Background: an optimization exercise with open tools, aiming at small area, a short achievable clock period and few clock cycles per item. Do not read the settings as production practice.
Only simulation tests tie the RTL to the original design; equivalence was not proved.
Power and IR drop assume default switching activity.

==> flow/design.v (excerpt) <==
module sprite_square_expand_cull_core (
  input  logic                            clk_i,
  input  logic                            rst_ni,
  input  logic                            cfg_we_i,
  input  logic [ssec_pkg::CfgIdxW-1:0]    cfg_idx_i,
  input  logic [ssec_pkg::CfgW-1:0]       cfg_wdata_i,
  input  logic                            s_axis_tvalid,
  output logic                            s_axis_tready,
  input  logic [ssec_pkg::InDataW-1:0]    s_axis_tdata,
  input  logic [ssec_pkg::ActionW-1:0]    s_axis_tuser,
  output logic                            m_axis_tvalid,
  input  logic                            m_axis_tready,
  output logic [ssec_pkg::OutDataW-1:0]   m_axis_tdata,
  output logic                            m_axis_tlast
);
  localparam int SPRITE_SLOTS = ssec_pkg::SPRITE_SLOTS;
  localparam int BANK_SLOTS   = ssec_pkg::SQUARE_SLOTS / 2;
  localparam int CoordW       = 20;
  localparam int QD           = 10;
  logic [5:0]  in_id;
  logic [15:0] in_pos_x, in_pos_y;
  logic [7:0]  in_layer;
  logic        in_flip;
  logic [11:0] in_width;
  logic [7:0]  in_base;
  logic [6:0]  in_count;
  logic [7:0]  in_sq_index;
  logic [11:0] in_off_x, in_off_y;
  assign in_id       = s_axis_tdata[5:0];
  assign in_pos_x    = s_axis_tdata[21:6];
  assign in_pos_y    = s_axis_tdata[37:22];
  assign in_layer    = s_axis_tdata[45:38];
  assign in_flip     = s_axis_tdata[46];
  assign in_width    = s_axis_tdata[58:47];
  assign in_base     = s_axis_tdata[66:59];
  assign in_count    = s_axis_tdata[73:67];
  assign in_sq_index = s_axis_tdata[81:74];
  assign in_off_x    = s_axis_tdata[93:82];
  assign in_off_y    = s_axis_tdata[105:94];
  logic in_acc, hdr_wr, off_wr, push_acc;
  assign hdr_wr   = in_acc && (s_axis_tuser == 2'd1);
  assign off_wr   = in_acc && (s_axis_tuser == 2'd2);
  assign push_acc = in_acc && (s_axis_tuser == 2'd0);
  logic [12:0]              lim_x_q, lim_y_q;
  logic signed [CoordW-1:0] nlim_x_q;
  logic [12:0]              cfg_lim;
  ...
Size in the first run: about 16000 cells after synthesis, about 190 I/O pins, ~0.35 sq mm of cells after synthesis.
make LEC_CHECK=0 ABC_CLOCK_PERIOD_IN_PS=3000 CAP_MARGIN=20 CORE_MARGIN=2 CORE_UTILIZATION=62 CTS_CLUSTER_DIAMETER=100 CTS_CLUSTER_SIZE=24 SETUP_SLACK_MARGIN=3.0 SLEW_MARGIN=20 SYNTH_MEMORY_MAX_BITS=16384 finish   # period 6.5 ns
run.sh (not shown) runs the stock make flow with config.mk's settings and CLKGATE_MAP_FILE= SYNTH_SCRIPT=/design/flow/synth_recipe.tcl, a recipe that flattens the netlist after the stock synthesis.
Testbench counts at the start, summed over its fixed seeds: cycles 27,266, squares 25,595.
Rerun with:
--- a/flow/design.v
+++ b/flow/design.v
@@ -51,19 +51,19 @@
   input  logic [ssec_pkg::ActionW-1:0]    s_axis_tuser,
   output logic                            m_axis_tvalid,
   input  logic                            m_axis_tready,
   output logic [ssec_pkg::OutDataW-1:0]   m_axis_tdata,
   output logic                            m_axis_tlast
 );
   localparam int SPRITE_SLOTS = ssec_pkg::SPRITE_SLOTS;
   localparam int BANK_SLOTS   = ssec_pkg::SQUARE_SLOTS / 2;
   localparam int CoordW       = 20;
-  localparam int QD           = 10;
+  localparam int QD           = 8;
   logic [5:0]  in_id;
   logic [15:0] in_pos_x, in_pos_y;
   logic [7:0]  in_layer;
   logic        in_flip;
   logic [11:0] in_width;
   logic [7:0]  in_base;
   logic [6:0]  in_count;
   logic [7:0]  in_sq_index;
   logic [11:0] in_off_x, in_off_y;
Non-clock buffer count increases by 73; area after synthesis decreases by 1.4%; count of clock-buffer cells in the layout decreases by 35; critical path depth increases by 6; worst hold slack improves by 0.0094 ns; global-route usage decreases by 1.3 points; fmax increases by 1.6%; design area decreases by 1.2%; via count decreases by 2.8%; power decreases by 7.0%; synthesized cell count decreases by 3.4%; wire length decreases by 4.8%; utilization increases by 0.12 points.
Testbench counts after the change, summed over its fixed seeds: cycles 27,770, squares 25,595.

* * *

Another version of the RTL of sprite_square_expand_cull_core (not shown whole).
Size: roughly 16,000 cells after synthesis.
Design sprite_square_expand_cull_core, start of the top module:
module sprite_square_expand_cull_core (
  input  logic                            clk_i,
  input  logic                            rst_ni,
  input  logic                            cfg_we_i,
  input  logic [ssec_pkg::CfgIdxW-1:0]    cfg_idx_i,
  input  logic [ssec_pkg::CfgW-1:0]       cfg_wdata_i,
  input  logic                            s_axis_tvalid,
  output logic                            s_axis_tready,
  input  logic [ssec_pkg::InDataW-1:0]    s_axis_tdata,
  input  logic [ssec_pkg::ActionW-1:0]    s_axis_tuser,
  output logic                            m_axis_tvalid,
  input  logic                            m_axis_tready,
  output logic [ssec_pkg::OutDataW-1:0]   m_axis_tdata,
  output logic                            m_axis_tlast
);
Settings: LEC_CHECK=0, ABC_CLOCK_PERIOD_IN_PS=3000, CAP_MARGIN=20, CORE_MARGIN=2, CORE_UTILIZATION=62, CTS_CLUSTER_DIAMETER=100, CTS_CLUSTER_SIZE=24, SETUP_SLACK_MARGIN=3.0, SLEW_MARGIN=20, SYNTH_MEMORY_MAX_BITS=16384; clock period 6.5 ns.
Testbench counts at the start, summed over its fixed seeds: cycles 27,764, squares 25,595.
Change:
--- a/flow/design.v
+++ b/flow/design.v
@@ -49,23 +49,23 @@
   output logic                            s_axis_tready,
   input  logic [ssec_pkg::InDataW-1:0]    s_axis_tdata,
   input  logic [ssec_pkg::ActionW-1:0]    s_axis_tuser,
   output logic                            m_axis_tvalid,
   input  logic                            m_axis_tready,
   output logic [ssec_pkg::OutDataW-1:0]   m_axis_tdata,
   output logic                            m_axis_tlast
 );
   localparam int SPRITE_SLOTS = ssec_pkg::SPRITE_SLOTS;
   localparam int BANK_SLOTS   = ssec_pkg::SQUARE_SLOTS / 2;
   localparam int CoordW       = 20;
-  localparam int QD           = 8;
+  localparam int QD           = 10;
   logic [5:0]  in_id;
   logic [15:0] in_pos_x, in_pos_y;
   logic [7:0]  in_layer;
   logic        in_flip;
   logic [11:0] in_width;
   logic [7:0]  in_base;
   logic [6:0]  in_count;
   logic [7:0]  in_sq_index;
   logic [11:0] in_off_x, in_off_y;
   assign in_id       = s_axis_tdata[5:0];
   assign in_pos_x    = s_axis_tdata[21:6];
=>
- wire length grows by 1.5%
- register-to-register slack is worse by 0.07 ns
- synthesized cell count grows by 3.4%
- synthesized area grows by 1.5%
- worst setup slack is worse by 0.071 ns
- core utilization grows by 0.33 points
- die area grows by 1.5%
- via count grows by 3.1%
- design area grows by 2.0%
- sequential power grows by about 1%
- clock power grows by about 2%
- sequential share of layout area shrinks by 0.49 points
Testbench counts after the change, summed over its fixed seeds: cycles 27,260, squares 25,595.

## port drivers added, routing unchanged
Ports are ideal in the flow. The routed layouts listed here were re-timed in OpenROAD.
Step 1 sets driving cells, clkbuf_16 on the clock port and buf_2 on the other inputs (assumed; they add their load-dependent delay and slew).
Step 2, shift: input delay + t, output delay - t, t = (earliest + latest rising clock arrival at the registers) / 2. This alone moves slack from input paths to output paths.
a / b / c = ideal ports / drivers / drivers and shift; a / b = the first two.
| run | shift t [ns] | setup WS [ns] | pins driven straight from the clock port |
|---|---|---|---|
| the first run of note 1 | 1.220 | 2.695 / 2.637 / 1.482 | 1 |
| the second run of note 1 | 1.204 | 2.757 / 2.778 / 1.653 | 1 |
| the first run of note 2 | 1.218 | 2.752 / 2.752 / 1.761 | 1 |
| the second run of note 2 | 1.195 | 2.681 / 2.681 / 1.534 | 1 |
After both steps every run listed still meets setup and hold. The setup slack of the first run of note 1, which loses most, moves by -0.058 ns with the drivers and by -1.213 ns with both steps.
